Source: an optimization exercise on an open RTL-to-GDS flow (aim: small area). Production flows keep margins and buffers that such runs may drop.
At most, simulation tests tie the RTL to the original design; equivalence was not proved.
Power and IR drop assume default switching activity. The clock port is modelled as an ideal driver; clocking choices that lean on that would not hold on a real chip.

Setup of lane 4:
## branch_target_buffer
module branch_target_buffer
#(
  parameter int ENTRIES = 16
) (
  input  logic            clk,
  input  logic            reset,
  input  logic [branch_target_buffer_pkg::XLEN-1:0] PC_I,
  output logic            Predict,
  output logic [branch_target_buffer_pkg::XLEN-1:0] Prediction,
  input  logic            StallI,
  input  logic            StallR,
  input  logic            FlushIR,
  input  logic            FlushRC,
  input  branch_target_buffer_pkg::pcSrc PCSrc_R,
  input  logic [branch_target_buffer_pkg::XLEN-1:0] PCpImm_R,
  input  logic            IsControl_C,
  input  logic            IsJump_C,
  input  logic            Taken_C,
  input  logic [branch_target_buffer_pkg::XLEN-1:0] Target_C,
  output logic            PredictionCorrect_R,
  output logic            PredictionCorrect_C
);
Size in the first run: ~2100 cells after synthesis, about 1100 flip-flops, about 140 I/O pins, roughly 39000 sq um of cells after synthesis.
export LEC_CHECK = 0
export CAP_MARGIN = 20
export CORE_MARGIN = 2
export CORE_UTILIZATION = 40
export SLEW_MARGIN = 20
create_clock -name core_clock -period 7.0 [get_ports {clk}]
standard.sh (not shown) runs the stock make flow with config.mk's settings and CLKGATE_MAP_FILE= SYNTH_SCRIPT=/design/flow/synth_recipe.tcl, a recipe that flattens the netlist after the stock synthesis.
==> flow/flow/run.sh <==
#!/bin/bash
# Standard layout, except:
#  - synthesis maps the logic with an area-oriented ABC script (abc_area_nf.script);
#  - ports are buffered with buf_1;
#  - the clock tree uses clkbuf_16 sink clusters of up to 24 and no dummy loads.
# Each tool's output goes to the ORFS logs under orfs/logs; make's output to *.log here.
set -euo pipefail
HERE=$(pwd)
rm -rf "$HERE/scripts_mod"
cp -r "$FLOW_HOME/scripts" "$HERE/scripts_mod"
cp "$HERE/flow/abc_area_nf.script" "$HERE/scripts_mod/abc_speed.script"
export BUFFER_PORTS_ARGS="-buffer_cell sky130_fd_sc_hd__buf_1"
export CTS_ARGS="-sink_clustering_enable -repair_clock_nets -dont_use_dummy_load -buf_list sky130_fd_sc_hd__clkbuf_16 -sink_clustering_size 24 -sink_clustering_max_diameter 70"
SCRIPTS_DIR="$HERE/scripts_mod" bash standard.sh synth > synth.log 2>&1
bash standard.sh > standard.log 2>&1
==> flow/flow/abc_area_nf.script <==
&get -n
&st
&dch -f
&nf -a -R 1000
&put
topo
Per the final summary, lane 4 finished and its layout is clean on timing, DRC and antenna.
The following lists how lane 3 was set up differently from lane 4:
--- a/flow/flow/run.sh
+++ b/flow/flow/run.sh
@@ -4,3 +4,3 @@
 #  - ports are buffered with buf_1;
-#  - the clock tree uses clkbuf_16 sink clusters of up to 24 and no dummy loads.
+#  - the clock tree uses clkbuf_16 sink clusters of up to 30 and no dummy loads.
 # Each tool's output goes to the ORFS logs under orfs/logs; make's output to *.log here.
@@ -12,3 +12,4 @@
 export BUFFER_PORTS_ARGS="-buffer_cell sky130_fd_sc_hd__buf_1"
-export CTS_ARGS="-sink_clustering_enable -repair_clock_nets -dont_use_dummy_load -buf_list sky130_fd_sc_hd__clkbuf_16 -sink_clustering_size 24 -sink_clustering_max_diameter 70"
+export RECOVER_POWER=100
+export CTS_ARGS="-sink_clustering_enable -repair_clock_nets -dont_use_dummy_load -buf_list sky130_fd_sc_hd__clkbuf_16 -sink_clustering_size 30 -sink_clustering_max_diameter 100"
 SCRIPTS_DIR="$HERE/scripts_mod" bash standard.sh synth > synth.log 2>&1
Every stage of lane 3 finished as expected; the final checks, on the other hand, flagged capacitance limit, slew limit, which means the layout fails.
On combinational fraction of design power, lane 4 and lane 3 are basically level.
Looking at fraction of power consumed by the clock network, lane 3 sits 2.2 points below lane 4.
The layout overhead on the synthesized area reported for lane 3 is smaller than that of lane 4 by 1.5 points.

## wip/indigo
Another version of the RTL of branch_target_buffer (not shown whole).
Size in the first run: roughly 140 I/O pins, roughly 0.042 mm^2 of cells after synthesis.
Settings: LEC_CHECK=0, CAP_MARGIN=20, CORE_MARGIN=2, CORE_UTILIZATION=40, SLEW_MARGIN=20; clock period 7.0 ns.
==> flow/flow/run.sh <==
#!/bin/bash
# Standard layout with smaller port buffers and a lighter clock tree.
export BUFFER_PORTS_ARGS="-buffer_cell sky130_fd_sc_hd__buf_1"
export CTS_ARGS="-sink_clustering_enable -repair_clock_nets -dont_use_dummy_load -buf_list sky130_fd_sc_hd__clkbuf_8 -sink_clustering_size 12 -sink_clustering_max_diameter 50"
bash standard.sh > standard.log 2>&1
The following lists how wip/cedar was set up differently from wip/indigo:
- a change of CORE_UTILIZATION from 40 to 60
- an added PLACE_DENSITY of 0.75
==> flow/flow/run.sh <==
#!/bin/bash
# Standard layout with smaller port buffers and a lighter clock tree.
export BUFFER_PORTS_ARGS="-buffer_cell sky130_fd_sc_hd__buf_1"
export CTS_ARGS="-sink_clustering_enable -repair_clock_nets -dont_use_dummy_load -buf_list sky130_fd_sc_hd__clkbuf_16 -sink_clustering_size 24 -sink_clustering_max_diameter 70"
bash standard.sh > standard.log 2>&1
[summary]
Delta (wip/cedar minus wip/indigo): wire length after detailed routing now smaller; minimum setup slack after placement now smaller. Compared with wip/indigo, wip/cedar instantiates a smaller number of cells.
Changes in wip/ember relative to wip/cedar:
- CORE_UTILIZATION changed from 60 to 40
- CAP_MARGIN changed from 20 to 5
- PLACE_DENSITY removed (was 0.75)
- SLEW_MARGIN changed from 20 to 5
==> flow/flow/run.sh <==
#!/bin/bash
# Standard layout with smaller port buffers and a lighter clock tree.
export BUFFER_PORTS_ARGS="-buffer_cell sky130_fd_sc_hd__buf_1"
export CTS_ARGS="-sink_clustering_enable -repair_clock_nets -dont_use_dummy_load -buf_list sky130_fd_sc_hd__clkbuf_16 -sink_clustering_size 32 -sink_clustering_max_diameter 60"
bash standard.sh > standard.log 2>&1
Notes after the runs:
- Delta (wip/ember minus wip/cedar): overall power now larger; via count now smaller.
- | post-CTS setup buffer count | wip/ember vs wip/cedar | ≈ equal |
- wip/ember reports a lower hold slack than wip/cedar does.
- In wip/ember relative to wip/cedar, highest attainable clock frequency had gone up by a few percent.
- A worst-path cell with the longest stage delay of nor2_1 is what wip/cedar shows, while a2111oi_2 belongs to wip/ember.
- Of the two candidates, wip/cedar has the worse time the final worst path needs with I/O delays and setup and wip/ember the better one.
- Against wip/cedar, height of the chip in wip/ember rose by more than 10%.
- Against wip/cedar, the final cell area of wip/ember is higher.
Changes in wip/harbor relative to wip/ember:
- swapping 5 for 20 in SLEW_MARGIN
- swapping 5 for 20 in CAP_MARGIN
==> flow/flow/run.sh <==
#!/bin/bash
# Standard layout with smaller port buffers and a lighter clock tree.
export BUFFER_PORTS_ARGS="-buffer_cell sky130_fd_sc_hd__buf_1"
export CTS_ARGS="-sink_clustering_enable -repair_clock_nets -dont_use_dummy_load -buf_list sky130_fd_sc_hd__clkbuf_16 -sink_clustering_size 24 -sink_clustering_max_diameter 70"
bash standard.sh > standard.log 2>&1
## What came out
- Re simple-gate portion of the synthesized area: no difference whatsoever between wip/ember and wip/harbor.
- Detailed-routing wirelength on met1 was lower in wip/harbor than in wip/ember.
- [compare] base=wip/ember new=wip/harbor: slew of the pin with the lowest slew margin lost 0.22 ns; total internal power went down by 1.9%; worst setup slack saw a decrease.
- Diff wip/ember -> wip/harbor: maximum vdd ir drop fell by about 10%, combinational fraction of design power held, post-layout total power saw a decrease, register share of total power rose 1.0 points.
- Every run in the comparison, wip/ember and wip/harbor, completed the flow with a clean layout.
- Between wip/ember and wip/harbor, worst-skew pair later-pin latency is higher for wip/ember, wip/harbor comes in under that.
No functional check of the RTL was part of any run of this note.

## afterwards: timing with drivers on the ports
How much do the figures lean on ideal ports? The routed layouts below were timed once more, with nothing changed but the port constraints.
Step 1, drivers: a clkbuf_16 drives clk and a buf_2 each remaining input, both assumed.
Step 2 times the ports against the registers' clock, not the clock port: input delays grow and output delays shrink by t, the midpoint of the rising clock arrivals with the driver on.
Three values: ideal, step 1, step 2; two values: the first two.
run | shift t [ns] | setup slack, ns | slew at the worst register clock pin (ns) | pins driven straight from the clock port
lane 4 | 0.681 | 0.296 / 0.264 / 0.264 | 0.09 / 0.09 | 1
lane 3 | 0.685 | 0.187 / 0.154 / 0.010 | 0.12 / 0.12 | 1
wip/indigo | 0.796 | 0.375 / 0.323 / 0.323 | 0.09 / 0.09 | 1
wip/cedar | 0.685 | 0.236 / 0.208 / 0.208 | 0.10 / 0.10 | 1
wip/ember | 0.727 | 0.387 / 0.344 / 0.344 | 0.11 / 0.11 | 1
wip/harbor | 0.707 | 0.364 / 0.324 / 0.324 | 0.10 / 0.10 | 1
The setup slack of lane 3, which loses most, moves by -0.033 ns with the drivers and by -0.177 ns with both steps.
